Background: an optimization exercise with open tools, aiming at small area, a short achievable clock period and few clock cycles per item. Do not read the settings as production practice. The RTL was checked by simulation tests, not by an equivalence proof against the original design. Power and IR drop assume default switching activity.

// aes_dec_top
module aes_dec_top
(
    input  logic        clk,
    input  logic        reset,
    input  logic [11:0] paddr,
    input  logic        psel,
    input  logic        penable,
    input  logic        pwrite,
    input  logic [31:0] pwdata,
    output logic [31:0] prdata,
    output logic        pready,
    output logic        pslverr
);
For scale: ~7000 cells after synthesis, about 2000 flip-flops, ~94000 µm² of cells after synthesis.
Settings: LEC_CHECK=0, CAP_MARGIN=20, CORE_MARGIN=2, CORE_UTILIZATION=55, CTS_CLUSTER_DIAMETER=100, CTS_CLUSTER_SIZE=25, SLEW_MARGIN=20, TNS_END_PERCENT=5; clock period 10.0 ns.
standard.sh (not shown) runs the stock make flow with config.mk's settings and CLKGATE_MAP_FILE= SYNTH_SCRIPT=/design/flow/synth_recipe.tcl, a recipe that flattens the netlist after the stock synthesis.
==> flow/flow/run.sh <==
#!/bin/bash
# The standard layout (standard.sh, its synthesis unchanged) with two changes to how the layout
# is made: the port buffers are buf_2 cells, and timing repair works until the setup slack reaches
# SETUP_SLACK_MARGIN, well above zero at the 10 ns clock. The tools' output goes to standard.log.
set -euo pipefail
export SETUP_SLACK_MARGIN=7.0
export BUFFER_PORTS_ARGS="-buffer_cell sky130_fd_sc_hd__buf_2"
bash standard.sh > standard.log 2>&1
Testbench counts at the start, summed over its fixed seeds: cycles 6,912, blocks 192.
Edit:
--- a/flow/config.mk
+++ b/flow/config.mk
@@ -9,5 +9,6 @@
 export CORE_MARGIN = 2
-export CORE_UTILIZATION = 55
+export CORE_UTILIZATION = 40
 export CTS_CLUSTER_DIAMETER = 100
 export CTS_CLUSTER_SIZE = 25
+export PLACE_DENSITY = 0.75
 export SLEW_MARGIN = 20
Wire length falls by a few percent.
Clock power barely changes.
Power hardly moves.
Cell area climbs slightly.
Worst hold slack is worse by 45 ps.
Sequential cell count is unchanged.
Edit:
--- a/flow/config.mk
+++ b/flow/config.mk
@@ -12,3 +12,3 @@
 export CTS_CLUSTER_SIZE = 25
-export PLACE_DENSITY = 0.75
+export PLACE_DENSITY = 0.85
 export SLEW_MARGIN = 20
=> Sequential power stays flat. Area after synthesis stays the same. Design area fell by 1.1%. Worst setup slack got worse by 99 ps.
Edit:
--- a/flow/config.mk
+++ b/flow/config.mk
@@ -12,4 +12,3 @@
 export CTS_CLUSTER_SIZE = 25
-export PLACE_DENSITY = 0.85
 export SLEW_MARGIN = 20
-export TNS_END_PERCENT = 5
+export TNS_END_PERCENT = 2
Sequential power stays flat. Maximum frequency climbs slightly. Global-route usage climbs by 0.76 points. Area after synthesis is unchanged. Non-clock buffer count climbs by 57. Total power climbs slightly. Via count drops by a few percent.

aes_dec_top again, from the RTL that the note above started with.
==> flow/design.v (excerpt) <==
module aes_dec_top
(
    input  logic        clk,
    input  logic        reset,
    input  logic [11:0] paddr,
    input  logic        psel,
    input  logic        penable,
    input  logic        pwrite,
    input  logic [31:0] pwdata,
    output logic [31:0] prdata,
    output logic        pready,
    output logic        pslverr
);
Settings: LEC_CHECK=0, CAP_MARGIN=20, CORE_MARGIN=2, CORE_UTILIZATION=40, CTS_CLUSTER_DIAMETER=100, CTS_CLUSTER_SIZE=25, SLEW_MARGIN=20, TNS_END_PERCENT=5; clock period 10.0 ns.
==> flow/flow/run.sh <==
#!/bin/bash
# The standard layout (standard.sh, its synthesis unchanged) with two changes to how the layout
# is made: the port buffers are buf_2 cells, and timing repair works until the setup slack reaches
# SETUP_SLACK_MARGIN, well above zero at the 10 ns clock. The tools' output goes to standard.log.
set -euo pipefail
export SETUP_SLACK_MARGIN=6.8
export BUFFER_PORTS_ARGS="-buffer_cell sky130_fd_sc_hd__buf_2"
bash standard.sh > standard.log 2>&1
Testbench counts at the start, summed over its fixed seeds: cycles 6,912, blocks 192.
Rerun with:
--- a/flow/flow/run.sh
+++ b/flow/flow/run.sh
@@ -4,5 +4,5 @@
 # SETUP_SLACK_MARGIN, well above zero at the 10 ns clock. The tools' output goes to standard.log.
 set -euo pipefail
-export SETUP_SLACK_MARGIN=6.8
+export SETUP_SLACK_MARGIN=7.0
 export BUFFER_PORTS_ARGS="-buffer_cell sky130_fd_sc_hd__buf_2"
 bash standard.sh > standard.log 2>&1
- TNS_END_PERCENT: 5 -> 0
Result:
- worst hold slack gets better by 5.9 ps
- via count is higher by 1.5%
- worst setup slack gets better by 120 ps
- die area stays the same
- non-clock buffer count is higher by 28
- sequential share of layout area is lower by 0.33 points
- final area is higher by 0.70%

-- re-timing with driven ports --
The flow's constraints put no driver on any port. The routed layouts listed below were extracted and timed again, unchanged, in two steps.
Step 1: set_driving_cell puts a clkbuf_16 on clk and a buf_2 on each other input, an assumption about the parent block.
Step 2 adds t to the input delays and takes it off the output delays; t is the mean of the earliest and latest rising clock arrival at the registers after step 1. Input paths then give back, and output paths get back, about the clock's delay inside the block.
Three values: ideal, step 1, step 2; two values: the first two.
| run | t (ns) | slack for setup (ns) | worst setup path after step 2 | worst data-port slew with drivers (ns) |
|---|---|---|---|---|
| the first run of note 1 | 0.847 | 6.553 / 6.477 / 5.630 | input to register | 0.25 |
| the second run of note 1 | 0.834 | 6.654 / 6.565 / 5.731 | input to register | 0.23 |
| the third run of note 1 | 0.845 | 6.555 / 6.444 / 5.599 | input to register | 0.32 |
| the fourth run of note 1 | 0.851 | 6.620 / 6.513 / 5.662 | input to register | 0.26 |
| the first run of note 2 | 0.857 | 6.507 / 6.462 / 5.666 | input to register | 0.25 |
| the second run of note 2 | 0.880 | 6.627 / 6.544 / 5.664 | input to register | 0.22 |
After both steps setup and hold are still met in every run listed. The setup slack of the second run of note 2, which loses most, moves by -0.083 ns with the drivers and by -0.963 ns with both steps.
